What follows belongs to an exercise in optimizing a design on an open flow for small area, a short achievable clock period and few clock cycles; a production flow would make more cautious choices. Where RTL was checked, it was by simulation tests only, not by an equivalence proof against the original. For runs 4 and 5, only the layout was checked, not whether the RTL still works. No activity file was given, so power comes from the tool's default toggle rates.

[config.mk]
export PLATFORM = sky130hd
export DESIGN_NAME = chip8_cpu
export DESIGN_NICKNAME = chip8_cpu
export VERILOG_FILES = /design/flow/design.v
export SDC_FILE = /design/flow/constraint.sdc
export NUM_CORES = 4
export LEC_CHECK = 0
export ABC_AREA = 1
export ABC_CLOCK_PERIOD_IN_PS = 3000
export CAP_MARGIN = 20
export CORE_MARGIN = 2
export CORE_UTILIZATION = 40
export CTS_BUF_LIST = sky130_fd_sc_hd__clkbuf_4
export CTS_CLUSTER_DIAMETER = 40
export SETUP_SLACK_MARGIN = 5
export SLEW_MARGIN = 20
[design.v]
`timescale 1ns/1ns
`default_nettype none
package chip8_bus_pkg;
  typedef logic [11:0] addr_t;
  typedef logic [7:0] data_t;
  localparam addr_t PROGRAM_START = 12'h200;
  localparam addr_t INSTR_BYTES = 12'd2;
endpackage
`default_nettype wire
`timescale 1ns/1ns
`default_nettype none
package chip8_isa_pkg;
  typedef logic [3:0] reg_idx_t;
  typedef struct packed {
    logic [3:0] op;
    reg_idx_t x;
    reg_idx_t y;
    logic [3:0] n;
  } nib_view_t;
  typedef struct packed {
    logic [3:0] op;
    reg_idx_t x;
    logic [7:0] kk;
  } imm_view_t;
  typedef struct packed {
    logic [3:0] op;
    logic [11:0] nnn;
  } addr_view_t;
  typedef union packed {
    nib_view_t nib;
    imm_view_t imm;
    addr_view_t addr;
  } opcode_t;
  localparam logic [3:0] OP_SYS = 4'h0;
  localparam logic [3:0] OP_JP = 4'h1;
  localparam logic [3:0] OP_CALL = 4'h2;
  localparam logic [3:0] OP_SE_IMM = 4'h3;
  localparam logic [3:0] OP_SNE_IMM = 4'h4;
  localparam logic [3:0] OP_SE_REG = 4'h5;
  localparam logic [3:0] OP_LD_IMM = 4'h6;
  localparam logic [3:0] OP_ADD_IMM = 4'h7;
  localparam logic [3:0] OP_ALU = 4'h8;
  localparam logic [3:0] OP_SNE_REG = 4'h9;
  localparam logic [3:0] OP_LD_I = 4'hA;
  localparam logic [3:0] OP_JP_V0 = 4'hB;
  localparam logic [3:0] OP_MISC = 4'hF;
  localparam logic [7:0] MISC_GET_DT = 8'h07;
  localparam logic [7:0] MISC_SET_DT = 8'h15;
  localparam logic [7:0] MISC_ADD_I = 8'h1E;
  localparam logic [7:0] MISC_BCD = 8'h33;
  localparam logic [7:0] MISC_STORE = 8'h55;
  localparam logic [7:0] MISC_LOAD = 8'h65;
  localparam logic [15:0] OPC_RET = 16'h00EE;
  localparam reg_idx_t FLAG_REG = 4'hF;
endpackage
`default_nettype wire
`timescale 1ns/1ns
`default_nettype none
module chip8_alu (
  input wire [3:0] op,
  input wire chip8_bus_pkg::data_t kk,
  input wire chip8_bus_pkg::data_t a,
  input wire chip8_bus_pkg::data_t b,
  input wire inv_a,
  input wire inv_b,
  input wire use_kk,
  input wire chip8_bus_pkg::data_t timer,
  output chip8_bus_pkg::data_t result,
  output logic wr,
  output logic flag,
  output logic flag_en,
  output logic skip
);
  logic [3:0] n;
  logic is_alu;
  chip8_bus_pkg::data_t p;
  chip8_bus_pkg::data_t q;
  logic [8:0] sum;
  logic eq_ab;
  logic eq_ak;
  assign n = kk[3:0];
  assign is_alu = (op == chip8_isa_pkg::OP_ALU);
  assign p = a ^ {8{inv_a}};
  assign q = (use_kk ? kk : b) ^ {8{inv_b}};
  assign sum = {1'b0, p} + {1'b0, q} + {8'd0, inv_a | inv_b};
  assign eq_ab = (a == b);
  assign eq_ak = (a == kk);
  always_comb begin
    result = a;
    flag = 1'b0;
    flag_en = 1'b0;
    case (n)
      4'h0: result = b;
      4'h1: result = a | b;
      4'h2: result = a & b;
      4'h3: result = a ^ b;
      4'h4: begin
        result = sum[7:0];
        flag = sum[8];
        flag_en = 1'b1;
      end
      4'h5: begin
        result = sum[7:0];
        flag = sum[8];
        flag_en = 1'b1;
      end
      4'h6: begin
        result = a >> 1;
        flag = a[0];
        flag_en = 1'b1;
      end
      4'h7: begin
        result = sum[7:0];
        flag = sum[8] & ~eq_ab;
        flag_en = 1'b1;
      end
      4'hE: begin
        result = a << 1;
        flag = a[7];
        flag_en = 1'b1;
      end
      default: ;
    endcase
    case (op)
      chip8_isa_pkg::OP_LD_IMM: result = kk;
      chip8_isa_pkg::OP_ADD_IMM: result = sum[7:0];
      chip8_isa_pkg::OP_MISC: result = timer;
      default: ;
    endcase
    flag_en = flag_en & is_alu;
  end
  always_comb begin
    wr = 1'b0;
    skip = 1'b0;
    case (op)
      chip8_isa_pkg::OP_SE_IMM: skip = eq_ak;
      chip8_isa_pkg::OP_SNE_IMM: skip = ~eq_ak;
      chip8_isa_pkg::OP_SE_REG: skip = (n == 4'h0) & eq_ab;
      chip8_isa_pkg::OP_SNE_REG: skip = (n == 4'h0) & ~eq_ab;
      chip8_isa_pkg::OP_LD_IMM: wr = 1'b1;
      chip8_isa_pkg::OP_ADD_IMM: wr = 1'b1;
      chip8_isa_pkg::OP_ALU: wr = 1'b1;
      chip8_isa_pkg::OP_MISC: wr = (kk == chip8_isa_pkg::MISC_GET_DT);
      default: ;
    endcase
  end
endmodule
`default_nettype wire
`timescale 1ns/1ns
`default_nettype none
module chip8_regfile (
  input wire clk,
  input wire reset,
  input wire chip8_isa_pkg::reg_idx_t rd_x_idx,
  input wire chip8_isa_pkg::reg_idx_t rd_y_idx,
  input wire wr_en,
  input wire chip8_isa_pkg::reg_idx_t wr_idx,
  input wire chip8_bus_pkg::data_t wr_data,
  input wire flag_wr_en,
  input wire flag_data,
  output chip8_bus_pkg::data_t rd_x_data,
  output chip8_bus_pkg::data_t rd_y_data,
  output chip8_bus_pkg::data_t v0_data
);
  chip8_bus_pkg::data_t regs [16];
  assign rd_x_data = regs[rd_x_idx];
  assign rd_y_data = regs[rd_y_idx];
  assign v0_data = regs[0];
  chip8_bus_pkg::data_t wd;
  logic fd;
  assign wd = wr_data & {8{~reset}};
  assign fd = flag_data & ~reset;
  always_ff @(posedge clk) begin
    for (int r = 0; r < 15; r++) begin
      if (reset || (wr_en && wr_idx == 4'(r))) regs[r] <= wd;
    end
    if (reset || flag_wr_en) regs[15] <= {7'd0, fd};
    else if (wr_en && wr_idx == 4'd15) regs[15] <= wd;
  end
endmodule
`default_nettype wire
`timescale 1ns/1ns
`default_nettype none
module chip8_call_stack #(
  parameter int STACK_DEPTH = 16
) (
  input wire clk,
  input wire reset,
  input wire push,
  input wire pop,
  input wire chip8_bus_pkg::addr_t push_addr,
  output chip8_bus_pkg::addr_t top
);
  localparam int IDX_W = $clog2(STACK_DEPTH);
  localparam logic [IDX_W:0] FULL_COUNT = (IDX_W + 1)'(STACK_DEPTH);
  chip8_bus_pkg::addr_t entries [STACK_DEPTH];
  logic [IDX_W:0] count;
  logic [IDX_W-1:0] top_idx;
  assign top_idx = count[IDX_W-1:0] - IDX_W'(1);
  assign top = entries[top_idx];
  always_ff @(posedge clk or posedge reset) begin
    if (reset) begin
      count <= '0;
    end else if (push) begin
      count <= count + 1'b1;
    end else if (pop) begin
      count <= count - 1'b1;
    end
  end
  always_ff @(posedge clk) begin
    if (push) entries[count[IDX_W-1:0]] <= push_addr;
  end
endmodule
`default_nettype wire
`timescale 1ns/1ns
`default_nettype none
module chip8_delay_timer #(
  parameter int TICK_DIV = 64
) (
  input wire clk,
  input wire reset,
  input wire load,
  input wire chip8_bus_pkg::data_t load_value,
  output chip8_bus_pkg::data_t value
);
  localparam int CNT_W = (TICK_DIV > 1) ? $clog2(TICK_DIV) : 1;
  localparam logic [CNT_W-1:0] LAST = CNT_W'(TICK_DIV - 1);
  logic [CNT_W-1:0] div_cnt;
  logic tick;
  assign tick = (div_cnt == LAST);
  always_ff @(posedge clk or posedge reset) begin
    if (reset) begin
      div_cnt <= '0;
      value <= '0;
    end else begin
      div_cnt <= tick ? '0 : div_cnt + 1'b1;
      if (load) begin
        value <= load_value;
      end else if (tick && value != '0) begin
        value <= value - 8'd1;
      end
    end
  end
endmodule
`default_nettype wire
`timescale 1ns/1ns
`default_nettype none
module chip8_control (
  input wire clk,
  input wire reset,
  input wire mem_req_ready,
  input wire mem_rsp_valid,
  input wire chip8_bus_pkg::data_t mem_rdata,
  input wire chip8_bus_pkg::data_t rd_x_data,
  input wire chip8_bus_pkg::data_t rd_y_data,
  input wire chip8_bus_pkg::data_t v0_data,
  input wire chip8_bus_pkg::addr_t stack_top,
  input wire chip8_bus_pkg::data_t timer_value,
  output logic mem_req_valid,
  output logic mem_req_write,
  output chip8_bus_pkg::addr_t mem_addr,
  output chip8_bus_pkg::data_t mem_wdata,
  output chip8_isa_pkg::reg_idx_t rd_x_idx,
  output chip8_isa_pkg::reg_idx_t rd_y_idx,
  output logic wr_en,
  output chip8_isa_pkg::reg_idx_t wr_idx,
  output chip8_bus_pkg::data_t wr_data,
  output logic flag_wr_en,
  output logic flag_data,
  output logic stack_push,
  output logic stack_pop,
  output chip8_bus_pkg::addr_t push_addr,
  output logic timer_load,
  output chip8_bus_pkg::data_t timer_load_value
);
  localparam logic [1:0] MK_STORE = 2'd0;
  localparam logic [1:0] MK_BCD = 2'd1;
  localparam logic [1:0] MK_LOAD = 2'd2;
  logic rq_v;
  logic rq_w;
  chip8_bus_pkg::addr_t rq_a;    
  chip8_bus_pkg::data_t rq_d;
  logic [1:0] ocnt;      
  logic [1:0] dcnt;      
  logic use_npc;         
  chip8_bus_pkg::addr_t npc;   
  logic half;            
  logic squash;          
  chip8_bus_pkg::data_t hi_q;
  logic hi_jp, hi_call, hi_00, hi_f;
  chip8_bus_pkg::data_t lo_q;
  logic ir_v;            
  chip8_bus_pkg::data_t opx;
  chip8_bus_pkg::data_t opy;
  chip8_isa_pkg::reg_idx_t xidx;
  chip8_bus_pkg::addr_t i_reg;
  logic m_iss;           
  logic st_q;            
  logic [1:0] m_kind;
  logic [3:0] mcnt;      
  logic [3:0] mlast;
  logic l_act;           
  logic l_pend;          
  logic kept;            
  logic [3:0] lidx;
  logic inv_a, inv_b, use_kk;    
  logic [3:0] op;
  assign op = hi_q[7:4];
  chip8_bus_pkg::data_t e_data;
  logic e_wr, e_flag, e_flag_en, e_skip;
  chip8_alu chip8_alu_inst (
    .op, .kk(lo_q), .a(opx), .b(opy), .inv_a, .inv_b, .use_kk, .timer(timer_value),
    .result(e_data), .wr(e_wr), .flag(e_flag), .flag_en(e_flag_en), .skip(e_skip)
  );
  logic dzero, en_ib, en_hi, en_lo, en_lo_ok, en_ld;
  logic rsp, ib, hi_b, lo_b, lo_ok, ld_rsp;
  logic r_jc, r_ret, r_redir, r_mop;
  logic lo_mop, lo_store, lo_bcd, lo_load;
  logic e_redir, redirect;
  logic acc_rd, slot_free, stalled_rd, room;
  logic [1:0] ocnt_a;
  chip8_bus_pkg::addr_t tgt;
  chip8_bus_pkg::addr_t npc_inc;
  chip8_bus_pkg::addr_t bnnn_tgt;
  chip8_bus_pkg::addr_t a_seq;
  chip8_bus_pkg::addr_t a_base;
  chip8_bus_pkg::addr_t a_free;
  assign rsp = mem_rsp_valid;
  assign dzero = (dcnt == 2'd0);
  assign en_ib = dzero & ~l_act;
  assign en_hi = en_ib & ~half;
  assign en_lo = en_ib & half;
  assign en_lo_ok = en_lo & ~squash;
  assign en_ld = dzero & l_act;
  assign ib = rsp & en_ib;
  assign hi_b = rsp & en_hi;
  assign lo_b = rsp & en_lo;
  assign lo_ok = rsp & en_lo_ok;
  assign ld_rsp = rsp & en_ld;
  assign lo_store = (mem_rdata == chip8_isa_pkg::MISC_STORE);
  assign lo_bcd = (mem_rdata == chip8_isa_pkg::MISC_BCD);
  assign lo_load = (mem_rdata == chip8_isa_pkg::MISC_LOAD);
  assign lo_mop = lo_store | lo_bcd | lo_load;
  assign r_jc = lo_ok & (hi_jp | hi_call);
  assign r_ret = lo_ok & hi_00 & (mem_rdata == 8'hEE);
  assign r_redir = r_jc | r_ret;
  assign r_mop = lo_ok & hi_f & lo_mop;
  assign e_redir = ir_v & (op == chip8_isa_pkg::OP_JP_V0);
  assign redirect = r_redir | e_redir;
  assign acc_rd = rq_v & mem_req_ready & ~rq_w;
  assign slot_free = ~rq_v | mem_req_ready;
  assign stalled_rd = rq_v & ~mem_req_ready & ~rq_w;
  assign ocnt_a = ocnt + {1'b0, acc_rd} - {1'b0, rsp};
  assign room = (ocnt_a != 2'd2);
  assign npc_inc = npc + 12'd1;
  assign bnnn_tgt = {hi_q[3:0], lo_q} + chip8_bus_pkg::addr_t'(v0_data);
  always_comb begin
    if (r_ret) tgt = stack_top;
    else if (r_jc) tgt = {hi_q[3:0], mem_rdata};
    else tgt = bnnn_tgt;
  end
  assign push_addr = npc_inc;
  assign stack_push = lo_ok & hi_call;
  assign stack_pop = r_ret;
  assign rd_x_idx = st_q ? mcnt : xidx;
  assign rd_y_idx = mem_rdata[7:4];
  assign timer_load_value = opx;
  assign timer_load = ir_v & (op == chip8_isa_pkg::OP_MISC) & (lo_q == chip8_isa_pkg::MISC_SET_DT);
  assign flag_wr_en = ir_v & e_flag_en;
  assign flag_data = e_flag;
  always_comb begin
    if (ld_rsp) begin
      wr_en = 1'b1;
      wr_idx = lidx;
      wr_data = mem_rdata;
    end else begin
      wr_en = ir_v & e_wr;
      wr_idx = hi_q[3:0];
      wr_data = e_data;
    end
  end
  logic [1:0] h_dig;
  logic [3:0] t_dig;
  logic [3:0] u_dig;
  chip8_bus_pkg::data_t bcd_d;
  assign h_dig = (rd_x_data >= 8'd200) ? 2'd2 : ((rd_x_data >= 8'd100) ? 2'd1 : 2'd0);
  assign t_dig = 4'((opx / 8'd10) % 8'd10);
  assign u_dig = 4'(opx % 8'd10);
  assign bcd_d = mcnt[1] ? 8'(u_dig) : (mcnt[0] ? 8'(t_dig) : 8'(h_dig));
  logic m_first;         
  logic s_go, c_go, f_go;
  logic [1:0] s_kind;
  logic [3:0] s_last;
  assign s_kind = lo_store ? MK_STORE : (lo_bcd ? MK_BCD : MK_LOAD);
  assign s_last = lo_bcd ? 4'd2 : hi_q[3:0];
  assign s_go = slot_free & (~lo_load | room);
  assign c_go = slot_free & m_iss & ((m_kind != MK_LOAD) | room);
  assign f_go = slot_free & ~m_iss & ~r_mop & ~kept & room;
  logic keep;
  logic [3:0] i_page_up;
  logic wr_near;
  assign i_page_up = i_reg[11:8] + 4'd1;
  assign wr_near = (npc_inc[11:8] == i_reg[11:8]) | (npc_inc[11:8] == i_page_up);
  assign keep = (ocnt_a == 2'd1) & ~stalled_rd & ~wr_near;
  assign a_seq = rq_v ? rq_a + 12'd1 : rq_a;
  always_comb begin
    if (m_iss) a_base = m_first ? i_reg : a_seq;
    else if (e_redir) a_base = bnnn_tgt;
    else if (use_npc) a_base = npc;
    else a_base = a_seq;
  end
  always_comb begin
    if (r_ret) a_free = stack_top;
    else if (r_jc) a_free = {hi_q[3:0], mem_rdata};
    else if (r_mop) a_free = i_reg;
    else a_free = a_base;
  end
  assign mem_req_valid = rq_v;
  assign mem_req_write = rq_w;
  assign mem_addr = rq_a;
  assign mem_wdata = rq_d;
  always_ff @(posedge clk) begin
    if (slot_free) begin
      rq_w <= r_mop ? ~lo_load : (m_iss & (m_kind != MK_LOAD));
      rq_a <= a_free;
      rq_d <= m_iss ? ((m_kind == MK_BCD) ? bcd_d : rd_x_data) : (mem_rdata[1] ? 8'(h_dig) : v0_data);
    end
    if (hi_b) begin
      hi_q <= mem_rdata;
      hi_jp <= (mem_rdata[7:4] == chip8_isa_pkg::OP_JP);
      hi_call <= (mem_rdata[7:4] == chip8_isa_pkg::OP_CALL);
      hi_00 <= (mem_rdata == 8'h00);
      hi_f <= (mem_rdata[7:4] == chip8_isa_pkg::OP_MISC);
      xidx <= mem_rdata[3:0];
    end
    lo_q <= mem_rdata;
    if (!(m_iss && m_kind == MK_BCD)) opx <= rd_x_data;
    opy <= rd_y_data;
    if (r_mop) mlast <= s_last;
    inv_a <= (op == chip8_isa_pkg::OP_ALU) && (mem_rdata[3:0] == 4'h7);
    inv_b <= (op == chip8_isa_pkg::OP_ALU) && (mem_rdata[3:0] == 4'h5);
    use_kk <= (op == chip8_isa_pkg::OP_ADD_IMM);
    if (!l_act) lidx <= '0;
    else if (ld_rsp) lidx <= lidx + 4'd1;
  end
  always_ff @(posedge clk or posedge reset) begin
    if (reset) begin
      rq_v <= 1'b0;
      ocnt <= '0;
      dcnt <= '0;
      kept <= 1'b0;
      l_pend <= 1'b0;
      use_npc <= 1'b1;
      npc <= chip8_bus_pkg::PROGRAM_START;
      half <= 1'b0;
      squash <= 1'b0;
      ir_v <= 1'b0;
      i_reg <= '0;
      m_iss <= 1'b0;
      st_q <= 1'b0;
      m_first <= 1'b0;
      m_kind <= '0;
      mcnt <= '0;
      l_act <= 1'b0;
    end else begin
      ocnt <= ocnt_a;
      if (redirect) npc <= tgt;
      else if (ib) npc <= npc_inc;
      if (redirect || (r_mop && !keep)) dcnt <= ocnt_a + {1'b0, stalled_rd};
      else if (r_mop) dcnt <= 2'd0;
      else if (rsp && !dzero) dcnt <= dcnt - 2'd1;
      if (r_mop) kept <= keep;
      else if (rsp && dzero) kept <= 1'b0;
      if (redirect) half <= 1'b0;
      else if (ib) half <= ~half;
      ir_v <= lo_ok & ~r_redir & ~r_mop;
      if (lo_b) squash <= 1'b0;
      else if (ir_v && e_skip) squash <= 1'b1;
      if (ir_v) begin
        if (op == chip8_isa_pkg::OP_LD_I) i_reg <= {hi_q[3:0], lo_q};
        else if (op == chip8_isa_pkg::OP_MISC && lo_q == chip8_isa_pkg::MISC_ADD_I)
          i_reg <= i_reg + chip8_bus_pkg::addr_t'(opx);
      end
      if (r_mop) begin
        l_act <= lo_load & ~keep;
        l_pend <= lo_load & keep;
      end else if (rsp && dzero && kept) begin
        l_act <= l_pend;
        l_pend <= 1'b0;
      end else if (ld_rsp && lidx == mlast) begin
        l_act <= 1'b0;
      end
      if (slot_free) rq_v <= r_mop ? s_go : (m_iss ? c_go : (room & ~kept));
      if (r_mop) use_npc <= 1'b1;
      else if (redirect) use_npc <= ~slot_free;
      else if (f_go) use_npc <= 1'b0;
      if (r_mop) begin
        m_kind <= s_kind;
        m_first <= ~slot_free;
        if (s_go) begin
          m_iss <= (s_last != 4'd0);
          st_q <= lo_store & (s_last != 4'd0);
          mcnt <= 4'd1;
        end else begin
          m_iss <= 1'b1;
          st_q <= lo_store;
          mcnt <= 4'd0;
        end
      end else begin
        if (slot_free) m_first <= 1'b0;
        if (c_go) begin
          m_iss <= (mcnt != mlast);
          st_q <= st_q & (mcnt != mlast);
          mcnt <= mcnt + 4'd1;
        end
      end
    end
  end
endmodule
`default_nettype wire
`timescale 1ns/1ns
`default_nettype none
module chip8_cpu #(
  parameter int TICK_DIV = 64,
  parameter int STACK_DEPTH = 16
) (
  input wire clk,
  input wire reset,
  input wire mem_req_ready,
  input wire mem_rsp_valid,
  input wire chip8_bus_pkg::data_t mem_rdata,
  output logic mem_req_valid,
  output logic mem_req_write,
  output chip8_bus_pkg::addr_t mem_addr,
  output chip8_bus_pkg::data_t mem_wdata
);
  chip8_isa_pkg::reg_idx_t rd_x_idx;
  chip8_isa_pkg::reg_idx_t rd_y_idx;
  chip8_isa_pkg::reg_idx_t wr_idx;
  chip8_bus_pkg::data_t rd_x_data;
  chip8_bus_pkg::data_t rd_y_data;
  chip8_bus_pkg::data_t v0_data;
  chip8_bus_pkg::data_t wr_data;
  chip8_bus_pkg::data_t timer_value;
  chip8_bus_pkg::data_t timer_load_value;
  chip8_bus_pkg::addr_t stack_top;
  chip8_bus_pkg::addr_t push_addr;
  logic wr_en;
  logic flag_wr_en;
  logic flag_data;
  logic stack_push;
  logic stack_pop;
  logic timer_load;
  chip8_control chip8_control_inst (
    .clk, .reset,
    .mem_req_ready, .mem_rsp_valid, .mem_rdata,
    .rd_x_data, .rd_y_data, .v0_data,
    .stack_top, .timer_value,
    .mem_req_valid, .mem_req_write, .mem_addr, .mem_wdata,
    .rd_x_idx, .rd_y_idx,
    .wr_en, .wr_idx, .wr_data, .flag_wr_en, .flag_data,
    .stack_push, .stack_pop, .push_addr,
    .timer_load, .timer_load_value
  );
  chip8_regfile chip8_regfile_inst (
    .clk, .reset, .rd_x_idx, .rd_y_idx,
    .wr_en, .wr_idx, .wr_data, .flag_wr_en, .flag_data,
    .rd_x_data, .rd_y_data, .v0_data
  );
  chip8_call_stack #(.STACK_DEPTH(STACK_DEPTH)) chip8_call_stack_inst (
    .clk, .reset, .push(stack_push), .pop(stack_pop), .push_addr, .top(stack_top)
  );
  chip8_delay_timer #(.TICK_DIV(TICK_DIV)) chip8_delay_timer_inst (
    .clk, .reset, .load(timer_load), .load_value(timer_load_value), .value(timer_value)
  );
endmodule
`default_nettype wire
[flow/run.sh]
#!/bin/bash
# the standard layout, with its timing repair aiming for a larger setup margin,
# plain buffers on the ports and cell sizing not held to the same footprint
set -euo pipefail
bash standard.sh SETUP_SLACK_MARGIN=6.5 MATCH_CELL_FOOTPRINT=0 "BUFFER_PORTS_ARGS=-buffer_cell sky130_fd_sc_hd__buf_4" finish > standard.log 2>&1
[standard.sh]
#!/bin/bash
# synth_recipe.tcl (not shown) runs the flow's synth.tcl, then flattens the netlist and writes it again
# the make line also repeats each setting of config.mk as NAME=value (left out here)
make -C /OpenROAD-flow-scripts/flow DESIGN_CONFIG=/design/flow/config.mk WORK_HOME=/design/flow/orfs CLKGATE_MAP_FILE= SYNTH_SCRIPT=/design/flow/synth_recipe.tcl "${@:-finish}"
[constraint.sdc]
create_clock -name core_clock -period 10.0 [get_ports {clk}]
set_input_delay 2.0000 -clock core_clock [delete_from_list [all_inputs] [get_ports {clk}]]
set_output_delay 2.0000 -clock core_clock [all_outputs]
set_load 0.01 [all_outputs]
==> run notes, run 1 <==
The flow ran to the end and the layout has no timing, DRC or antenna violations. Of the post-synthesis cell area, the dominant cell type holds 45.50%. The total of buffers placed on input and output ports is 33. The summed instance area of the synthesized netlist came out at 23630 sq um. For this design, the sink count on the clock tree is 451. The wire length per cell after detailed routing came out at 22.58 um. The worst hold slack came out at 472.2 ps. The I/O pin total came out at 34. The number of nets in the final layout is 2737. The clock buffer count from CTS came out at 118. The largest area contributor in the netlist is sky130_fd_sc_hd__edfxtp_1. STA classifies the critical path endpoint as an output pin. The first-pass iteration count of the detailed router is 7. The worst-case vdd ir drop is 0.0001503 V. Counting instances in the post-synthesis netlist gives the leading cell types as sky130_fd_sc_hd__nand2_1, sky130_fd_sc_hd__edfxtp_1, sky130_fd_sc_hd__nor2_1, sky130_fd_sc_hd__inv_1, sky130_fd_sc_hd__o21ai_0. The core region area is 58690 sq um. The setup slack after layout is 6475 ps. The via count of the first global-routing pass is 19330.

Headroom to the max-slew limit came out at 32.87%. The total area of sequential cells came out at 12950 sq um. The total power divided by cell area came out at 261.9 nW/um^2. The maximum number of buffers from clock root to sink came out at 3. The area of combinational cells with multiple inputs came out at 10250 sq um. The synthesized instance count came out at 2496. The final antenna-violating net count came out at 0.

The first global-routing pass estimated 119200 um of wire. The transition at the pin with the smallest max-transition slack is 1003 ps. The floorplan has 89 rows.

The largest individual stage delay along the critical path comes from the cell sky130_fd_sc_hd__edfxtp_1. The delay of the slowest cell on the worst path is 460 ps. The max-capacitance violation count came out at 0. For the finished layout, the period the worst path requires is 3525 ps. Setup repair after global routing could not meet its margin everywhere.

The signal on the critical path passes through buf_6. In the synthesized netlist the dominant register cell turns out to be sky130_fd_sc_hd__edfxtp_1. Clock tree synthesis selected as its root buffer the cell sky130_fd_sc_hd__clkbuf_4. The latest clock arrival within the worst-skew pair is 920 ps.

The synthesized design contains 451 register bits. The fraction of registers with async set/reset is 13.97%. The y dimension of the die came out at 247.0 um. The global-route total usage across every layer came out at 26.21%. The detailed-route wire length is 79830 um. In the finished design, the share of the clock period the worst path needs comes to 35.25%.

The required time of the critical path is 8000 ps. After clock tree synthesis, the clock-pin slew on the worst setup and hold paths is 70 ps. Clock skew on the completed layout was measured at 65.25 ps.

The maximum number of pins on one net before global-route repair came out at 97. The highest achievable clock rate came out at 0.2837 GHz. STA classifies the critical path startpoint as a flip-flop. The number of warnings issued by yosys is 6. The starting density of the core is 40.26%. The critical path in this run is classified as reg2out. The sequential share of the synthesized area came out at 54.73%.

The routed via count divided by cell count is 5.661. The total congestion overflow is 0. The path class of the tightest hold or removal check is reg2reg. The number of distinct library cells after synthesis came out at 65. The setup slack after placement is 5213 ps. The detailed-placement wirelength estimate is 56390 um. After synthesis, the cell types taking the most area are sky130_fd_sc_hd__edfxtp_1, sky130_fd_sc_hd__nand2_1, sky130_fd_sc_hd__dfrtp_1. The kind of cell with the highest combined delay on the critical path is flip-flops.

Routability-driven placement finished with a final weighted congestion of 0.9700. The final-report setup violation count is 0. The largest fanout on the critical path is 2. The die width is 247.0 um. Counting both buffers and inverters, the worst setup path holds a total of 1.

The setup TNS came out at 0 ps. For this design, the CTS-stage hold fixing added 0 buffers. The count of filler cells inserted in the layout is 5575. The number of pins exceeding their max-slew limit in the final report is 0. Detailed routing inserted a total of 20020 vias. CTS built an H-tree with a depth of 3. In this run, synthesis inferred 358 flip-flops with an integrated enable. Each instance of the synthesized netlist takes up on average 9.465 sq um. By instance count, the leading cell after synthesis is sky130_fd_sc_hd__nand2_1. The static leakage power is 10.90 nW.

The number of antenna violations at the first check in global routing is 3. The post-route DRC violation count is 0. The DRC marker count from the first detailed-route iteration came out at 1911. The final count of hold timing violations is 0.

The fraction of layout instances using a drive strength above 1 came out at 19.31%. STA puts the critical path data arrival time at 1520 ps. The area added between synthesis and finish came out at 18.38%. TritonCTS built the clock tree. The number of flip-flops under the largest register name came out at 192.

The die outline area came out at 61020 sq um.
## routing by layer
metal,global-route usage (%),vias to the layer above,part of all wire [%],wire length (um)
li1,-,9229,-,-
met1,35.20,9806,43,34100
met2,41.79,807,47,37300
met3,4.895,172,7.1,5678
met4,10.52,2,3.4,2734
met5,0,-,0.015,12
## final timing paths
kind                                                    from                           endpoint  slack (ps)  cells past startpoint
max in group asynchronous                              reset            chip8_control_inst.rq_v        7730                      3
min                        chip8_delay_timer_inst.div_cnt[0]  chip8_delay_timer_inst.div_cnt[0]         470                      1
max                               chip8_control_inst.rq_a[6]                        mem_addr[6]        6480                      1
max reg2reg                        chip8_control_inst.opx[0]     chip8_regfile_inst.regs[12][6]        6640                     13
min in group asynchronous                              reset  chip8_delay_timer_inst.div_cnt[4]        1190                      2
min reg2reg                chip8_delay_timer_inst.div_cnt[0]  chip8_delay_timer_inst.div_cnt[0]         470                      1
## placed cells by master, fill, tap and decap left out, types with 16 or more instances in the layout
| cell | instances |
|---|---|
| sky130_fd_sc_hd__nand2_1 | 455 |
| sky130_fd_sc_hd__edfxtp_1 | 358 |
| sky130_fd_sc_hd__nor2_1 | 261 |
| sky130_fd_sc_hd__inv_1 | 231 |
| sky130_fd_sc_hd__o21ai_0 | 179 |
| sky130_fd_sc_hd__clkbuf_4 | 168 |
| sky130_fd_sc_hd__buf_4 | 90 |
| sky130_fd_sc_hd__a21oi_1 | 85 |
| sky130_fd_sc_hd__nand3_1 | 68 |
| sky130_fd_sc_hd__xor2_1 | 61 |
| sky130_fd_sc_hd__dfrtp_1 | 57 |
| sky130_fd_sc_hd__ha_1 | 56 |
| sky130_fd_sc_hd__nand4_1 | 48 |
| sky130_fd_sc_hd__o211ai_1 | 44 |
| sky130_fd_sc_hd__clkinv_1 | 39 |
| sky130_fd_sc_hd__nor2_4 | 37 |
| sky130_fd_sc_hd__o32ai_1 | 34 |
| sky130_fd_sc_hd__o21ai_1 | 31 |
| sky130_fd_sc_hd__o22ai_1 | 30 |
| sky130_fd_sc_hd__o221ai_1 | 29 |
| sky130_fd_sc_hd__inv_2 | 26 |
| sky130_fd_sc_hd__dfxtp_1 | 24 |
| sky130_fd_sc_hd__nand2_2 | 20 |
| sky130_fd_sc_hd__o21ai_2 | 17 |
| sky130_fd_sc_hd__buf_6 | 17 |
| sky130_fd_sc_hd__a211oi_1 | 16 |
## power breakdown
part | total, mW | switching, mW | internal (mW)
clock | 1.63 | 0.816 | 0.815
combinational | 3.06 | 2.04 | 1.02
sequential | 2.63 | 0.212 | 2.42
## cells by family after synthesis
| kind of cell | synth area share (%) |
|---|---|
| compound gates | 14.84 |
| xor+xnor | 3.151 |
| fa+ha+maj | 3.654 |
| buf+inv | 5.746 |
| flops | 54.73 |
| mux | 0.5931 |
| simple gates | 17.29 |
## repair_timing
item                       in CTS  in global routing
cloned                          0                  1
resized for setup              92                 55
setup endpoints to repair     187                227
buffers inserted               32                 30
pin swaps                       7                 14
## area by class of cell
class                           instances  area share, %
Antenna cell                            3        0.02684
Clock buffer                          168          4.509
Clock inverter                         53          1.065
Inverter                              276          3.959
Multi-Input combinational cell       1692          36.67
Sequential cell                       451          46.31
Tap cell                              773          3.458
Timing Repair Buffer                  119          3.986
Timing Repair inverter                  1        0.01789
## through the flow
step                      total power [mW]  utilization, %  cell area (sq um)  std cells
after floorplan                      4.446               -              24280       2496
after global placement               5.405           43.16              25330       3249
after detailed placement             5.442           43.18              25340       3249
after CTS                            7.248           46.88              27510       3502
after global routing                 7.747           47.65              27970       3535
final                                7.325           47.66              27970       3536
Testbench counts, summed over its fixed seeds: cycles 560,864.
==> run 2, diff against run 1 <==
==> flow/run.sh (replaced) <==
#!/bin/bash
# the standard layout, with its timing repair aiming for a larger setup margin,
# plain buffers on the ports, cell sizing not held to the same footprint, and
# the floorplan's timing repair left to the later, placement-aware repairs
set -euo pipefail
bash standard.sh SETUP_SLACK_MARGIN=6.5 MATCH_CELL_FOOTPRINT=0 REMOVE_ABC_BUFFERS=1 "BUFFER_PORTS_ARGS=-buffer_cell sky130_fd_sc_hd__buf_4" finish > standard.log 2>&1
--- a/config.mk
+++ b/config.mk
@@ -10,7 +10,5 @@
 export CAP_MARGIN = 20
 export CORE_MARGIN = 2
 export CORE_UTILIZATION = 40
-export CTS_BUF_LIST = sky130_fd_sc_hd__clkbuf_4
-export CTS_CLUSTER_DIAMETER = 40
 export SETUP_SLACK_MARGIN = 5
 export SLEW_MARGIN = 20
==> run 2 against run 1 <==
Against the previous run:
- flip-flop and latch count unchanged
- still clean on timing, DRC and antenna
- cell count shrank 2.7%
- largest power group unchanged
- critical path depth grew 8
- critical path type is now in2reg
- design area up 0.43%
- routed wire length up 2.1%
- maximum frequency up 1.1%
- clock-buffer cell count decreased by 102
==> run notes, run 2 <==
The flow ran to the end and the layout has no timing, DRC or antenna violations. The post-CTS clock slew at the launch and capture registers of the worst setup and hold paths came out at 50 ps. TritonCTS built the clock tree. No sink is reached through more buffers than the 3 on the longest clock path. The DRC marker count from the first detailed-route iteration came out at 1996. The latest clock arrival within the worst-skew pair came out at 620 ps. After detailed placement, the design holds a cell count of 3256. The fraction of registers with async set/reset is 13.97%. STA puts the critical path data arrival time at 3820 ps.

The I/O pin total came out at 34. At the pin with the least slew margin, the transition time is 1097 ps. The first global-routing pass estimated 118200 um of wire. The via count came out at 19890. The number of antenna violations at the first check in global routing is 1.

The leading cell type in the layout, fill and taps excluded is sky130_fd_sc_hd__nand2_1. For this run, design rule violations remaining after detail routing come to 0. The finished layout cell area came out at 28090 sq um. The final count of hold timing violations came out at 0. The startpoint identified for the worst hold timing path is chip8_delay_timer_inst.div_cnt[0]. The sequential share of the synthesized area came out at 54.73%. Derived from the worst setup path, the maximum achievable clock frequency is 0.2868 GHz.

The first TritonRoute pass finished after 7 iterations. For this design, the sink count on the clock tree is 451. The master cell of the clock root buffer is sky130_fd_sc_hd__clkbuf_16. The worst setup path is launched from an input pin. The via count of the first global-routing pass is 18310. TritonCTS created 50 clock buffers.

The max-capacitance violation count is 0. Headroom to the max-slew limit came out at 26.83%. The worst-case vdd ir drop came out at 0.0001647 V. The final critical-path share of the clock period came out at 34.86%.

The top cell types in the final layout, fill and taps aside, are sky130_fd_sc_hd__nand2_1, sky130_fd_sc_hd__edfxtp_1, sky130_fd_sc_hd__nor2_1, sky130_fd_sc_hd__inv_1, sky130_fd_sc_hd__o21ai_0. In the routed layout, each cell is associated on average with a via count of 5.782. The last weighted congestion value of the routability-driven placer came out at 0.9764. The core region area came out at 58690 sq um. The average size of a mapped cell came out at 9.465 sq um. Entering global routing, the biggest net connects 85 pins. The number of enable flip-flop cells after synthesis is 358. In this run the register-to-register setup slack is 6550 ps. The synthesized netlist occupies a cell area of 23630 sq um. The static leakage power came out at 10.87 nW. The final-report setup violation count came out at 0. The wire length per cell after detailed routing is 23.69 um. The most used flip-flop cell after synthesis is sky130_fd_sc_hd__edfxtp_1. The site row count is 89. For this run, the post-layout net count is 2705. Tracing the worst setup path back leads to its startpoint at mem_rsp_valid. The worst path needs 3486 ps of the cycle, external delays included. sky130_fd_sc_hd__nand2_1 is the most common cell in the netlist. The number of pins exceeding their max-slew limit in the final report is 0. The largest fanout on the critical path is 8. Setup repair after global routing could not meet its margin everywhere.

The setup slack after layout came out at 6514 ps. The critical path is of the in2reg type. The path class of the lowest-slack min-delay path is reg2reg. The total congestion overflow came out at 0.

The setup slack after placement is 4021 ps. The die width came out at 247.0 um. The global-route total usage across every layer came out at 26.12%.

The maximum level of the CTS H-tree is 2. For this run, the number of Yosys warnings is 6. Yosys mapped the design onto 65 distinct sky130hd cell types. Yosys attributes the largest share of cell area to sky130_fd_sc_hd__edfxtp_1, sky130_fd_sc_hd__nand2_1, sky130_fd_sc_hd__dfrtp_1. The die outline area is 61020 sq um. The number of flip-flops under the largest register name came out at 192. The synthesized instance count is 2496. The setup TNS came out at 0 ps. The proportion of netlist area held by the largest area contributor is 45.50%. After legalization and detailed placement, the total HPWL measured 56190 um. The area added between synthesis and finish is 18.89%.

The y dimension of the die came out at 247.0 um. STA puts the critical path data required time at 10330 ps. Clock skew on the completed layout was measured at 40.79 ps. After synthesis, the most frequently instantiated cells are sky130_fd_sc_hd__nand2_1, sky130_fd_sc_hd__edfxtp_1, sky130_fd_sc_hd__nor2_1, sky130_fd_sc_hd__inv_1, sky130_fd_sc_hd__o21ai_0. Summed over all instances, the cell type with the most area after synthesis is sky130_fd_sc_hd__edfxtp_1. The routed design has 81490 um of wire.

The count of cells in the finished layout, fillers not included, comes to 3440. The number of antenna diodes in the final layout is 0. The number of hold-repair buffers added at the cts stage is 0.

After detailed placement, the total cell area comes to 24820 sq um. Power spread over the standard cell area amounts to 270.0 nW/um^2. The starting density of the core came out at 40.26%. The worst register-to-register path begins at chip8_control_inst.lo_q[0].

The total of buffers placed on input and output ports is 33. Synthesis inferred 451 register bits. The final antenna-violating net count is 0.

STA classifies the critical path endpoint as a flip-flop. In the final layout, the share of cells above drive strength 1 is 16.61%.
-- run 2: changes by cell type in the layout (fill, tap and decap cells not counted), sizes merged --
| cell | delta |
|---|---|
| diode | -3 |
| buf | +31 |
| bufinv | +3 |
| clkinv | -33 |
| inv | -4 |
| clkbuf | -101 |
| clkinvlp | +11 |
-- run 2: cell type report --
cell class	instances	area [sq um]
fill	5400	30600
tap	773	967.2
timing repair inverter	5	35.03
timing repair buffer	151	1260
sequential	451	12960
inverter	276	1096
multi-input combinational	1692	10120
clock inverter	26	265.3
clock buffer	66	1384
-- run 2: metrics by stage --
step	total power, mW	hold slack (ps)	utilization, %
detailed placement	5.344	472.7	42.29
global route	7.955	506.8	47.86
global placement	5.297	447.8	42.27
CTS	7.332	486.8	46.57
finish	7.584	481.7	47.86
floorplan	4.300	428.9	-
-- run 2: per-layer routing --
layer	track usage (%)	wire length, um	vias to the layer above
met5	0	27	-
met4	7.530	2259	2
met3	4.623	6498	151
met2	39.45	36180	899
met1	38.27	36530	9790
li1	-	-	9049
-- run 2: cell families after synthesis --
family / count (synthesis) / synth area share, %
fa+ha+maj: 66 / 3.654
xor+xnor: 85 / 3.151
mux: 14 / 0.5931
compound gates: 558 / 14.84
flops: 451 / 54.73
simple gates: 969 / 17.29
buf+inv: 353 / 5.746
-- run 2: report_power, final --
group / total, mW / switching (mW) / internal, mW
Clock: 1.86 / 0.785 / 1.08
Sequential: 2.66 / 0.240 / 2.42
Combinational: 3.06 / 2.05 / 1.00
Total: 7.58 / 3.08 / 4.51
-- run 2: final timing paths --
check,depth (start not counted),end
min,1,chip8_delay_timer_inst.div_cnt[0]
max,9,chip8_regfile_inst.regs[7][4]
min in group asynchronous,3,chip8_control_inst.m_kind[0]
max reg2reg,15,chip8_regfile_inst.regs[10][6]
min reg2reg,1,chip8_delay_timer_inst.div_cnt[0]
max in group asynchronous,3,chip8_delay_timer_inst.value[4]
-- run 2: worst max-delay path, cell delays in order --
cell                         delay [ps]
sky130_fd_sc_hd__buf_4              120
sky130_fd_sc_hd__nand2_8             80
sky130_fd_sc_hd__nor2_4             210
sky130_fd_sc_hd__clkinvlp_4         200
sky130_fd_sc_hd__o21ai_2            230
sky130_fd_sc_hd__inv_1               90
sky130_fd_sc_hd__or2_2              390
sky130_fd_sc_hd__o31ai_4            320
sky130_fd_sc_hd__buf_12             160
-- run 2: timing repair --
action | in CTS | in global routing
hold endpoints to repair | 0 | 0
pin swaps | 19 | 45
resized for setup | 140 | 119
setup buffers | 40 | 47
gates cloned | 4 | 1
endpoints found under the setup margin | 496 | 274
==> run 3, diff against run 2 <==
--- a/config.mk
+++ b/config.mk
@@ -10,5 +10,7 @@
 export CAP_MARGIN = 20
 export CORE_MARGIN = 2
 export CORE_UTILIZATION = 40
+export CTS_BUF_LIST = sky130_fd_sc_hd__clkbuf_8
+export CTS_CLUSTER_DIAMETER = 60
 export SETUP_SLACK_MARGIN = 5
 export SLEW_MARGIN = 20
==> run 3 against run 2 <==
Against the previous run:
- first-iteration DRC count rose by 0.70%
- flip-flop and latch count unchanged
- critical path type unchanged
- critical path depth unchanged
- clock skew is 0.94 ps lower
- utilization decreased by 0.18 points
- setup slack worse by 64 ps
- global-route usage grew 0.16 points
- synthesized cell count unchanged
- clock power fell by 7%
- non-clock buffer count shrank 7
- clock-buffer cell count up 22
- highest routed layer is now met4
- synthesized area unchanged
==> run notes, run 3 <==
TritonCTS built the clock tree. The count of filler cells inserted in the layout is 5454. By count the netlist is led by sky130_fd_sc_hd__nand2_1, sky130_fd_sc_hd__edfxtp_1, sky130_fd_sc_hd__nor2_1, sky130_fd_sc_hd__inv_1, sky130_fd_sc_hd__o21ai_0. Entering global routing, the biggest net connects 85 pins. The final critical-path share of the clock period is 35.50%. In this run the number of H-tree levels came out at 3. The delay of the slowest cell on the worst path came out at 400 ps. The critical path in this run is classified as in2reg. After detailed routing, the average wire length per cell comes to 23.36 um. The fraction of registers with async set/reset came out at 13.97%. The die width is 247.0 um.

The register bit count reported by yosys came out at 451. The setup slack after layout came out at 6450 ps. The routed via count divided by cell count came out at 5.714. Setup violations remaining at the end of the flow were counted as 0. The flow ran to the end and the layout has no timing, DRC or antenna violations.

In this run, the number of DRC markers left after iteration 0 of detailed routing was 2010. The final cell count without fillers is 3492. The end-of-flow core utilization came out at 47.68%. STA classifies the critical path startpoint as an input pin.

Traced cell by cell, the critical path runs through buf_4 > nand2_4 > nor2_4 > clkinvlp_4 > o21ai_1 > inv_1 > or2_2 > o31ai_4 > buf_12. The clock drives 451 sinks. The site row count is 89. After Yosys synthesis, XOR and XNOR cells account for 3.151% of the synthesized area. The detailed-route wire length is 81570 um. The slowest stage of the critical path is the sky130_fd_sc_hd__or2_2 cell. Max-cap violations in this run came to 0. The setup slack after placement is 4021 ps. The static leakage power came out at 10.99 nW. The final count of hold timing violations came out at 0.

After global routing the overflow that remains totals 0. In this run, post-CTS hold repair placed 0 buffers. The synthesized design contains 358 enable-type register cells.

After synthesis, the cell types taking the most area are sky130_fd_sc_hd__edfxtp_1, sky130_fd_sc_hd__nand2_1, sky130_fd_sc_hd__dfrtp_1. The largest total area in the synthesized netlist belongs to sky130_fd_sc_hd__edfxtp_1. The starting density of the core is 40.26%.

The combinational family with the most area after synthesis is simple AND/OR/NAND/NOR gates. The arrival time of data at the critical path endpoint is 3930 ps. The setup slack of the worst register-to-register path is 6510 ps. The detailed-placement wirelength estimate is 56190 um. The clock period could shrink to 3550 ps. The average size of a mapped cell came out at 9.465 sq um. The post-placement cell area came out at 24820 sq um. The final antenna-violating net count came out at 0. The setup TNS came out at 0 ps.

The number of cells in the design after placement came out at 3256. The sequential share of the synthesized area came out at 54.73%. The via count came out at 19950. The number of antenna violations at the first check in global routing came out at 2. The master cell of the clock root buffer is sky130_fd_sc_hd__clkbuf_8. The global-route total usage across every layer is 26.29%. In this run, CTS created clock tree buffers numbering 81.

The number of warnings issued by yosys is 6. The proportion of netlist area held by the largest area contributor came out at 45.50%. The path class of the tightest hold or removal check is reg2reg.

Synthesis handed over a netlist of 2496 instances. The number of distinct library cells after synthesis is 65. The leading cell type in the layout, fill and taps excluded is sky130_fd_sc_hd__nand2_1.

On the final layout, the worst clock skew is 39.85 ps. The latest clock arrival within the worst-skew pair is 700 ps. The total of buffers placed on input and output ports is 33. The highest achievable clock rate came out at 0.2817 GHz. Setup repair after global routing could not meet its margin everywhere. On the final layout, the worst hold slack is 479.2 ps. The first-pass GRT wire length is 118600 um.

The post-route DRC violation count is 0. For this design the top-level I/O count stands at 34. The floorplan step defined a die boundary enclosing 61020 sq um.

The finished layout cell area came out at 27980 sq um. In this run the cell area of the synthesized design comes to 23630 sq um. The number of nets in the final layout came out at 2729. The share of synthesized cell area in and, or, nand and nor gates came out at 17.29%. The post-synthesis adder-cell area fraction came out at 3.654%. The post-route netlist has 16.56% of its cells at a drive strength greater than 1. For this run, the leading register cell type out of synthesis is sky130_fd_sc_hd__edfxtp_1. The area of combinational cells with multiple inputs is 10050 sq um. The required time of the critical path is 10380 ps.

The tightest slew margin relative to the limit is 29.88%. Across the VDD grid, the largest voltage drop is 0.0001466 V. Power comes to 7.403 mW. The largest fanout on the critical path came out at 8. The number of flip-flops under the largest register name came out at 192. Measured along the y axis, the die boundary spans 247.0 um. The launching point of the worst reg2reg path is chip8_control_inst.mcnt[1]. The total area of sequential cells came out at 12960 sq um. The first-pass iteration count of the detailed router is 5. The longest clock path from root to sink contains 3 buffers.

The area growth from synthesis to layout is 18.45%. The via count of the first global-routing pass is 18490. The most common cell in the synthesized netlist is sky130_fd_sc_hd__nand2_1. Leaving out fill and tap cells, the most frequent cells in the layout are sky130_fd_sc_hd__nand2_1, sky130_fd_sc_hd__edfxtp_1, sky130_fd_sc_hd__nor2_1, sky130_fd_sc_hd__inv_1, sky130_fd_sc_hd__o21ai_0. After synthesis, the share of cell area in mux cells is 0.5932%. For this design the ratio of total power to cell area is 264.5 nW/um^2. The transition at the pin with the smallest max-transition slack came out at 1051 ps.

The post-CTS clock slew at the launch and capture registers of the worst setup and hold paths came out at 60 ps. The synthesized netlist devotes 14.84% of its cell area to compound gates. The worst hold path begins at chip8_delay_timer_inst.div_cnt[0]. The last weighted congestion value of the routability-driven placer came out at 0.9764. The source of the critical timing path is mem_rsp_valid. The number of pins exceeding their max-slew limit in the final report is 0. The core region area is 58690 sq um. STA classifies the critical path endpoint as a flip-flop.
## run 3: cell counts after synthesis
No cell type changed its count.
## run 3: cell type report
| cell class | count | share of cell area [%] |
|---|---|---|
| Antenna cell | 2 | 0.01789 |
| Clock buffer | 88 | 4.328 |
| Clock inverter | 61 | 1.426 |
| Inverter | 276 | 3.903 |
| Multi-Input combinational cell | 1692 | 35.90 |
| Sequential cell | 451 | 46.30 |
| Tap cell | 773 | 3.456 |
| Timing Repair Buffer | 144 | 4.552 |
| Timing Repair inverter | 5 | 0.1163 |
## run 3: layer usage
layer | part of all wire [%] | routed length, um | up-vias | track usage, %
met5 | 0 | 0 | - | 0
met4 | 2.9 | 2346 | 0 | 8.150
met3 | 8.7 | 7070 | 148 | 4.764
met2 | 44 | 35780 | 969 | 39.41
met1 | 45 | 36370 | 9727 | 38.47
li1 | - | - | 9109 | -
## run 3: what timing repair did
item                       4_1_cts  5_1_grt
pin swaps                       14       33
setup buffers                   39       41
resized for setup              119      102
cloned                           3        2
setup endpoints to repair      495      236
## run 3: logic make-up after synthesis
logic type | count (synthesis)
compound gates | 558
xor+xnor | 85
fa+ha+maj | 66
buf+inv | 353
flops | 451
mux | 14
simple gates | 969
## run 3: worst paths after layout
path                                                endpoint  cells past startpoint
setup / recovery               chip8_regfile_inst.regs[7][4]                      9
hold / removal             chip8_delay_timer_inst.div_cnt[0]                      1
setup reg to reg                  chip8_control_inst.rq_d[0]                     20
hold reg to reg            chip8_delay_timer_inst.div_cnt[0]                      1
max in group asynchronous     chip8_call_stack_inst.count[0]                      3
min in group asynchronous        chip8_control_inst.i_reg[2]                      3
## run 3: power by group
part | switching [mW] | internal [mW]
combinational | 2.03 | 0.970
sequential | 0.242 | 2.43
clock | 0.811 | 0.924
total | 3.08 | 4.32
## run 3: critical path: cells and delay by family
family          cells  cell delay [ps]
simple gates        3              740
buf+inv             4              550
compound gates      2              620
==> run 4, diff against run 3 <==
--- a/design.v
+++ b/design.v
@@ -287,7 +287,12 @@
   logic half;            
   logic squash;          
   chip8_bus_pkg::data_t hi_q;
-  logic hi_jp, hi_call, hi_00, hi_f;
+  logic hi_jp, hi_call, hi_00, hi_f, hi_b_op;
+  assign hi_jp = (hi_q[7:4] == chip8_isa_pkg::OP_JP);
+  assign hi_call = (hi_q[7:4] == chip8_isa_pkg::OP_CALL);
+  assign hi_00 = (hi_q == 8'h00);
+  assign hi_f = (hi_q[7:4] == chip8_isa_pkg::OP_MISC);
+  assign hi_b_op = (hi_q[7:4] == chip8_isa_pkg::OP_JP_V0);
   chip8_bus_pkg::data_t lo_q;
   logic ir_v;            
   chip8_bus_pkg::data_t opx;
@@ -353,7 +358,9 @@
   assign ocnt_a = ocnt + {1'b0, acc_rd} - {1'b0, rsp};
   assign room = (ocnt_a != 2'd2);
   assign npc_inc = npc + 12'd1;
-  assign bnnn_tgt = {hi_q[3:0], lo_q} + chip8_bus_pkg::addr_t'(v0_data);
+  chip8_bus_pkg::addr_t add_sum;
+  assign add_sum = (hi_b_op ? {hi_q[3:0], lo_q} : i_reg) + chip8_bus_pkg::addr_t'(opx);
+  assign bnnn_tgt = add_sum;
   always_comb begin
     if (r_ret) tgt = stack_top;
     else if (r_jc) tgt = {hi_q[3:0], mem_rdata};
@@ -362,7 +369,7 @@
   assign push_addr = npc_inc;
   assign stack_push = lo_ok & hi_call;
   assign stack_pop = r_ret;
-  assign rd_x_idx = st_q ? mcnt : xidx;
+  assign rd_x_idx = st_q ? mcnt : (hi_b_op ? 4'd0 : xidx);
   assign rd_y_idx = mem_rdata[7:4];
   assign timer_load_value = opx;
   assign timer_load = ir_v & (op == chip8_isa_pkg::OP_MISC) & (lo_q == chip8_isa_pkg::MISC_SET_DT);
@@ -427,10 +434,6 @@
     end
     if (hi_b) begin
       hi_q <= mem_rdata;
-      hi_jp <= (mem_rdata[7:4] == chip8_isa_pkg::OP_JP);
-      hi_call <= (mem_rdata[7:4] == chip8_isa_pkg::OP_CALL);
-      hi_00 <= (mem_rdata == 8'h00);
-      hi_f <= (mem_rdata[7:4] == chip8_isa_pkg::OP_MISC);
       xidx <= mem_rdata[3:0];
     end
     lo_q <= mem_rdata;
@@ -479,7 +482,7 @@
       if (ir_v) begin
         if (op == chip8_isa_pkg::OP_LD_I) i_reg <= {hi_q[3:0], lo_q};
         else if (op == chip8_isa_pkg::OP_MISC && lo_q == chip8_isa_pkg::MISC_ADD_I)
-          i_reg <= i_reg + chip8_bus_pkg::addr_t'(opx);
+          i_reg <= add_sum;
       end
       if (r_mop) begin
         l_act <= lo_load & ~keep;
==> flow/run.sh (replaced) <==
#!/bin/bash
# the standard layout, with its timing repair aiming for a larger setup margin,
# plain buffers on the ports and cell sizing not held to the same footprint
set -euo pipefail
bash standard.sh SETUP_SLACK_MARGIN=6.5 MATCH_CELL_FOOTPRINT=0 "BUFFER_PORTS_ARGS=-buffer_cell sky130_fd_sc_hd__buf_4" finish > standard.log 2>&1
==> run 4 against run 3 <==
Against the previous run:
- die area fell by 0.69%
- still clean on timing, DRC and antenna
- largest cell class unchanged
- non-clock buffer count did not move
- synthesized area fell by 0.70%
- utilization rose by 0.82 points
- clock skew rose by 19 ps
==> run notes, run 4 <==
The number of enable flip-flop cells after synthesis came out at 354. The switching portion of total power is 42.85%. The tightest slew margin relative to the limit came out at 30.31%. The transition at the pin with the smallest max-transition slack came out at 1044 ps. The critical path is of the in2reg type. The synthesized netlist contains 70 unique library cells.

The flow ran to the end and the layout has no timing, DRC or antenna violations. Summed over all instances, the cell type with the most area after synthesis is sky130_fd_sc_hd__edfxtp_1. The total power divided by cell area is 270.1 nW/um^2. The setup slack of the worst register-to-register path is 6580 ps. In the finished design, the share of the clock period the worst path needs comes to 36.36%. STA puts the critical path data required time at 10470 ps. The number of antenna violations at the first check in global routing came out at 2.

The fraction of power consumed by combinational cells came out at 43.6%. The worst register-to-register path has a depth of 19. The worst hold path stage count is 1. The hold path startpoint is chip8_delay_timer_inst.div_cnt[0]. The worst-case vdd ir drop came out at 0.0002324 V. The clock network accounts for 21.7% of the total power. sky130_fd_sc_hd__nand2_1 is the most common cell in the netlist. The internal power came out at 4.327 mW.

The static leakage power is 10.80 nW. The number of nets in the final layout came out at 2650. The highest achievable clock rate is 0.2750 GHz. The max-capacitance violation count is 0. The fraction of layout instances using a drive strength above 1 came out at 20.08%. The die width came out at 246.2 um. The proportion of netlist area held by the largest area contributor is 45.31%.

The number of flip-flops under the largest register name came out at 192. The detailed router finished its first iteration with 2217 violations. The average size of a mapped cell came out at 9.662 sq um. Between clock sinks in the finished design, the worst skew comes to 58.87 ps. The final antenna-violating net count is 0.

The commonest cells after synthesis are sky130_fd_sc_hd__nand2_1, sky130_fd_sc_hd__edfxtp_1, sky130_fd_sc_hd__nor2_1, sky130_fd_sc_hd__inv_1, sky130_fd_sc_hd__o21ai_0. The master cell of the clock root buffer is sky130_fd_sc_hd__clkbuf_8. The clock buffer count from CTS came out at 80. The net switching power of the design came out at 3.245 mW. The clock tree from TritonCTS is yes. The final-report setup violation count is 0. The clock drives 447 sinks. The maximum level of the CTS H-tree came out at 3. The first global-routing pass estimated 115500 um of wire.

No sink is reached through more buffers than the 3 on the longest clock path. The total power is 7.572 mW. The setup TNS is 0 ps.

The wire length per cell after detailed routing is 23.12 um. The detailed-placement wirelength estimate came out at 54350 um. The register bit count reported by yosys is 447. The detailed-route wire length is 78850 um.

The post-CTS clock slew at the launch and capture registers of the worst setup and hold paths is 50 ps. The final count of hold timing violations is 0. The via count of the first global-routing pass is 18800. The end point of the most critical hold path is chip8_delay_timer_inst.div_cnt[0]. The worst register-to-register path begins at chip8_control_inst.opy[1]. The worst setup path is captured at a flip-flop. The site row count came out at 88. The starting density of the core came out at 40.58%. The synthesized instance count came out at 2428. The sequential share of the synthesized area came out at 54.60%. The routed via count divided by cell count is 5.788. In the synthesized netlist the dominant register cell turns out to be sky130_fd_sc_hd__edfxtp_1. The y dimension of the die is 246.2 um. Leaving out fill and tap cells, the most frequent cells in the layout are sky130_fd_sc_hd__nand2_1, sky130_fd_sc_hd__edfxtp_1, sky130_fd_sc_hd__nor2_1, sky130_fd_sc_hd__inv_1, sky130_fd_sc_hd__o21ai_0. The number of warnings issued by yosys came out at 6. The total congestion overflow is 0. Setup repair after global routing could not meet its margin everywhere. The die outline area came out at 60600 sq um. Entering global routing, the biggest net connects 89 pins. The via count came out at 19740. The number of pins exceeding their max-slew limit in the final report was 0. The kind of start point of the critical path is an input pin. After layout, the minimum clock period comes to 3636 ps. After synthesis, the share of flip-flops with an asynchronous set or reset is 14.09%. The arrival time of data at the critical path endpoint came out at 4110 ps.

Sequential cells account for 34.7% of the total power. In the routed design, unresolved DRC markers number 0. Pin placement for this block handled 34 I/O pins. The area growth from synthesis to layout is 19.50%. The first-pass iteration count of the detailed router came out at 6.

The summed instance area of the synthesized netlist came out at 23460 sq um. The total of buffers placed on input and output ports is 33. The endpoint of the lowest-slack register-to-register path is chip8_regfile_inst.regs[5][5]. In this run the worst path has a maximum fanout of 8. The global-route total usage across every layer is 25.37%.

The last weighted congestion value of the routability-driven placer is 0.9578. The leading cell type in the layout, fill and taps excluded is sky130_fd_sc_hd__nand2_1. The latest clock arrival within the worst-skew pair came out at 690 ps. By area the synthesized netlist is led by sky130_fd_sc_hd__edfxtp_1, sky130_fd_sc_hd__nand2_1, sky130_fd_sc_hd__dfrtp_1. The core region area came out at 57810 sq um.

The worst hold path belongs to the class reg2reg.
[run 4: per-layer routing]
layer / wire length, um / vias up / global-route usage (%) / part of all wire [%]
met5: 0 / - / 0 / 0
met4: 2945 / 0 / 8.824 / 3.7
met3: 6120 / 197 / 4.390 / 7.8
li1: - / 8886 / - / -
met2: 35020 / 972 / 39.21 / 44
met1: 34770 / 9689 / 35.89 / 44
[run 4: power groups by stage]
stage	clock network [mW]	logic, mW	registers (mW)
after floorplan	0	2.02	2.59
after global placement	0	2.90	2.69
after detailed placement	0	2.95	2.69
after CTS	1.66	3.11	2.62
after global routing	1.74	3.56	2.65
final	1.64	3.30	2.63
[run 4: how the worst max path moves through the flow]
stage | startpoint | end | slack (ps) | cells after the start
floorplan | mem_rsp_valid | chip8_call_stack_inst.count[3] | 6160 | 13
global placement | mem_rdata[4] | chip8_control_inst.dcnt[0] | 4990 | 16
detailed placement | mem_rdata[6] | chip8_control_inst.dcnt[0] | 4850 | 16
CTS | chip8_control_inst.hi_q[6] | chip8_control_inst.rq_a[10] | 6330 | 22
global route | chip8_control_inst.hi_q[7] | chip8_control_inst.rq_a[11] | 6340 | 22
finish | mem_rdata[5] | chip8_control_inst.opy[4] | 6360 | 10
[run 4: cells by family (layout without fill, tap and decap cells)]
| logic type | Yosys count | in the layout | synth area share (%) |
|---|---|---|---|
| muxes | 21 | 21 | 0.8960 |
| AOI/OAI and AO/OA | 535 | 535 | 14.78 |
| other | 0 | 1 | 0 |
| adders and majority gates | 57 | 57 | 3.168 |
| DFF | 447 | 447 | 54.60 |
| buffers and inverters | 338 | 553 | 5.589 |
| xor gates and xnor gates | 84 | 84 | 3.168 |
| and+or+nand+nor | 946 | 948 | 17.80 |
[run 4: worst max-delay path: stages]
cell                        delay [ps]
sky130_fd_sc_hd__buf_4             150
sky130_fd_sc_hd__inv_1              70
sky130_fd_sc_hd__nor2_1             40
sky130_fd_sc_hd__inv_1             230
sky130_fd_sc_hd__nor2_1            170
sky130_fd_sc_hd__buf_4             220
sky130_fd_sc_hd__nand2_1            80
sky130_fd_sc_hd__nand4_1           120
sky130_fd_sc_hd__a2111oi_1         730
sky130_fd_sc_hd__o211ai_1          290
[run 4: cell type report]
| class | instances | area [sq um] |
|---|---|---|
| Fill cell | 5373 | 29770 |
| Inverter | 262 | 1049 |
| Clock buffer | 86 | 1184 |
| Antenna cell | 1 | 2.502 |
| Timing Repair inverter | 1 | 8.758 |
| Clock inverter | 60 | 335.3 |
| Multi-Input combinational cell | 1645 | 10360 |
| Timing Repair Buffer | 144 | 1308 |
| Sequential cell | 447 | 12830 |
| Tap cell | 765 | 957.2 |
[run 4: per-stage QoR]
stage / std cells / worst slack [ps] / util [%] / hold WS [ps] / instance area (sq um)
finish: 3411 / 6364 / 48.50 / 463.7 / 28040
global route: 3411 / 6344 / 48.50 / 481.0 / 28040
CTS: 3354 / 6328 / 46.95 / 464.8 / 27140
detailed placement: 3176 / 4846 / 43.29 / 457.7 / 25030
global placement: 3174 / 4987 / 43.24 / 445.0 / 25000
floorplan: 2428 / 6158 / - / 428.9 / 23920
[run 4: what timing repair did]
item                                    4_1_cts  5_1_grt
resized for setup                            78      117
pin swaps                                    13       45
hold buffers                                  0        0
gates cloned                                  0        4
endpoints found under the setup margin      421      229
buffers inserted                             32       52
==> run 5, diff against run 4 <==
--- a/config.mk
+++ b/config.mk
@@ -10,7 +10,5 @@
 export CAP_MARGIN = 20
 export CORE_MARGIN = 2
 export CORE_UTILIZATION = 40
-export CTS_BUF_LIST = sky130_fd_sc_hd__clkbuf_8
-export CTS_CLUSTER_DIAMETER = 60
 export SETUP_SLACK_MARGIN = 5
 export SLEW_MARGIN = 20
==> run 5 against run 4 <==
Against the previous run:
- via count down 0.65%
- sequential share of layout area down 0.36 points
- non-clock buffer count up 10
- cell count down 1.3%
- critical path type unchanged
- largest power group unchanged
- power up 2.1%
- sequential power about the same
- critical endpoint is now chip8_control_inst.rq_a[7]
- flip-flop and latch count unchanged
- still clean on timing, DRC and antenna
- design area up 0.83%
- utilization up 0.40 points
- combinational power about the same
==> run notes, run 5 <==
After the first detailed-routing iteration, the DRC count stood at 2071. The number of cell instances on the worst register-to-register path is 18. Setup repair after global routing could not meet its margin everywhere.

The latest clock arrival within the worst-skew pair is 620 ps. The transition at the pin with the smallest max-transition slack came out at 1008 ps. By instance count, the leading cell after synthesis is sky130_fd_sc_hd__nand2_1. The total congestion overflow came out at 0. The via count is 19620. The number of antenna violations at the first check in global routing is 2. The total power divided by cell area came out at 273.4 nW/um^2. Summed over all instances, the cell type with the most area after synthesis is sky130_fd_sc_hd__edfxtp_1.

The largest fanout on the critical path is 7. The fraction of registers with async set/reset is 14.09%. For this design the top-level I/O count stands at 34.

The first global-routing pass estimated 116400 um of wire. The worst hold path stage count came out at 1. The die is 246.2 um wide.

The region available for standard cell placement spans 57810 sq um. The flow ran to the end and the layout has no timing, DRC or antenna violations. In this run the critical register-to-register path is captured at chip8_regfile_inst.regs[5][5]. The number of warnings issued by yosys came out at 6.

The total of buffers placed on input and output ports is 33. The share of power burned in the clock network is 23.4%. The classification of the worst setup path is in2reg. The fraction of power consumed by combinational cells came out at 42.6%.

The worst setup path is launched from an input pin. The clock net in this run drives a total of 447 sinks. The proportion of power drawn by flip-flops and latches is 34.0%.

The final critical-path share of the clock period came out at 35.61%. The clock skew came out at 58.08 ps. The master cell of the clock root buffer is sky130_fd_sc_hd__clkbuf_16. Synthesis inferred 447 register bits. The hold path startpoint is chip8_delay_timer_inst.div_cnt[0]. The number of enable flip-flop cells after synthesis is 354.

The wire length per cell after detailed routing is 23.42 um. The routed via count divided by cell count is 5.826. Leaving out fill and tap cells, the most frequent cell in the layout is sky130_fd_sc_hd__nand2_1. For this run, the top clock speed supported by timing is 0.2808 GHz. Across every metal layer, demand over resource in global routing totals 25.50%. The path with the worst hold slack has its endpoint at chip8_delay_timer_inst.div_cnt[0]. TritonCTS built the clock tree.

The sequential share of the synthesized area is 54.60%. The fraction of layout instances using a drive strength above 1 came out at 19.38%. For this design the total switching power over the nets is 3.218 mW. The final cell count without fillers is 3367. The number of cells in the design after placement came out at 3176.

Across all register-to-register paths, the minimum setup slack is 6570 ps. Internal power comes to 4.512 mW. The tightest slew margin relative to the limit is 32.76%. The number of flip-flops under the largest register name is 192. The clock buffer count from CTS came out at 49. After clock tree synthesis, the flow added hold-fix buffers numbering 0. The average size of a mapped cell is 9.662 sq um.

The worst setup path is captured at a flip-flop. The switching portion of total power is 41.64%. The final count of hold timing violations came to 0.

The maximum number of pins on one net before global-route repair is 89. The worst-case vdd ir drop is 0.0002200 V. The proportion of netlist area held by the largest area contributor came out at 45.31%. The maximum level of the CTS H-tree came out at 2.

The die outline area came out at 60600 sq um. The synthesized instance count came out at 2428. The startpoint identified for the worst register-to-register timing path is chip8_control_inst.opy[1].

Measured along the y axis, the die boundary spans 246.2 um. Once the floorplan was initialized, standard cells occupied 40.58% of the core. The area added between synthesis and finish is 20.50%. The detailed-route wire length is 78850 um. The number of pins exceeding their max-slew limit in the final report is 0. In this run the core area contains 88 standard-cell rows.

At the end of routability-driven placement, the weighted congestion stood at 0.9578.
==> run 5: cell type report <==
type                       instances  area [sq um]
sequential                       447         12840
multi-input combinational       1646         10400
clock inverter                    33         317.8
fill                            5288         29540
timing repair buffer             154          1420
tap                              765         957.2
clock buffer                      59          1284
inverter                         262          1049
antenna                            1         2.502
==> run 5: critical path, stage by stage <==
cell                        delay (ps)
sky130_fd_sc_hd__buf_4             140
sky130_fd_sc_hd__inv_1             210
sky130_fd_sc_hd__nand2_1            80
sky130_fd_sc_hd__nor2_1             90
sky130_fd_sc_hd__inv_1              80
sky130_fd_sc_hd__nor3_2            280
sky130_fd_sc_hd__nand3b_1          270
sky130_fd_sc_hd__buf_6             160
sky130_fd_sc_hd__nand3_4           160
sky130_fd_sc_hd__buf_4             210
sky130_fd_sc_hd__o2111ai_1         100
sky130_fd_sc_hd__o21ai_0           110
sky130_fd_sc_hd__o21ai_1           120
==> run 5: logic make-up (layout without fill, tap and decap cells) <==
| kind of cell | Yosys count | count (layout) | share of synthesized area [%] |
|---|---|---|---|
| AO/OA/AOI/OAI | 535 | 535 | 14.78 |
| XOR/XNOR | 84 | 84 | 3.168 |
| adder cells (fa/ha/maj) | 57 | 57 | 3.168 |
| buffers and inverters | 338 | 508 | 5.589 |
| flip-flops | 447 | 447 | 54.60 |
| multiplexers | 21 | 21 | 0.8960 |
| other | 0 | 1 | 0 |
| AND/OR/NAND/NOR | 946 | 949 | 17.80 |
==> run 5: power by group through the flow <==
stage                     Sequential (mW)  Combinational [mW]  Clock, mW
final                                2.63                3.29       1.81
after global routing                 2.65                3.55       1.91
after CTS                            2.62                3.13       1.83
after detailed placement             2.69                2.95          0
after global placement               2.69                2.90          0
after floorplan                      2.59                2.02          0
==> run 5: routing by layer <==
layer	wire length (um)	track usage [%]	vias up
met2	35490	39.46	1015
li1	-	-	8826
met5	0	0	-
met3	6947	3.867	160
met1	33840	36.43	9614
met4	2577	8.717	0
==> run 5: worst max path at each step <==
stage                  startpoint                             end  cells past startpoint
global placement     mem_rdata[4]      chip8_control_inst.dcnt[0]                     16
detailed placement   mem_rdata[6]      chip8_control_inst.dcnt[0]                     16
CTS                  mem_rdata[5]       chip8_control_inst.npc[0]                     14
global route         mem_rdata[1]      chip8_control_inst.rq_a[8]                     14
finish               mem_rdata[1]      chip8_control_inst.rq_a[7]                     13
floorplan           mem_rsp_valid  chip8_call_stack_inst.count[3]                     13
==> run 5: repair_timing <==
action                     4_1_cts  5_1_grt
pin swaps                       25       37
cloned                           3        1
gates resized for setup        105       90
buffers inserted                56       38
setup endpoints to repair      428      218
==> run 5: per-stage QoR <==
stage | hold WS [ps] | cell area [sq um] | util, % | setup WS (ps) | power, mW
floorplan | 428.9 | 23920 | - | 6158 | 4.614
global placement | 445.0 | 25000 | 43.24 | 4987 | 5.591
detailed placement | 457.7 | 25030 | 43.29 | 4846 | 5.643
CTS | 465.9 | 27570 | 47.70 | 6408 | 7.583
global route | 482.0 | 28270 | 48.90 | 6337 | 8.100
finish | 468.4 | 28270 | 48.90 | 6439 | 7.730

[static timing again, ports no longer ideal]
The flow's constraints put no driver on any port. The routed layouts listed below were extracted and timed again, unchanged, in two steps.
Step 1 sets driving cells, clkbuf_16 on the clock port and buf_2 on the other inputs (assumed; they add their load-dependent delay and slew).
Step 2, shift: input delay + t, output delay - t, t = (earliest + latest rising clock arrival at the registers) / 2. This alone moves slack from input paths to output paths.
a / b / c = ideal ports / drivers / drivers and shift; a / b = the first two.
run	t (ns)	setup slack, ns
run 1	0.946	6.475 / 6.421 / 5.625
run 2	0.656	6.514 / 6.479 / 5.823
run 3	0.728	6.450 / 6.422 / 5.695
run 4	0.722	6.364 / 6.369 / 5.647
run 5	0.659	6.439 / 6.436 / 5.777
After both steps every run listed still meets setup and hold.
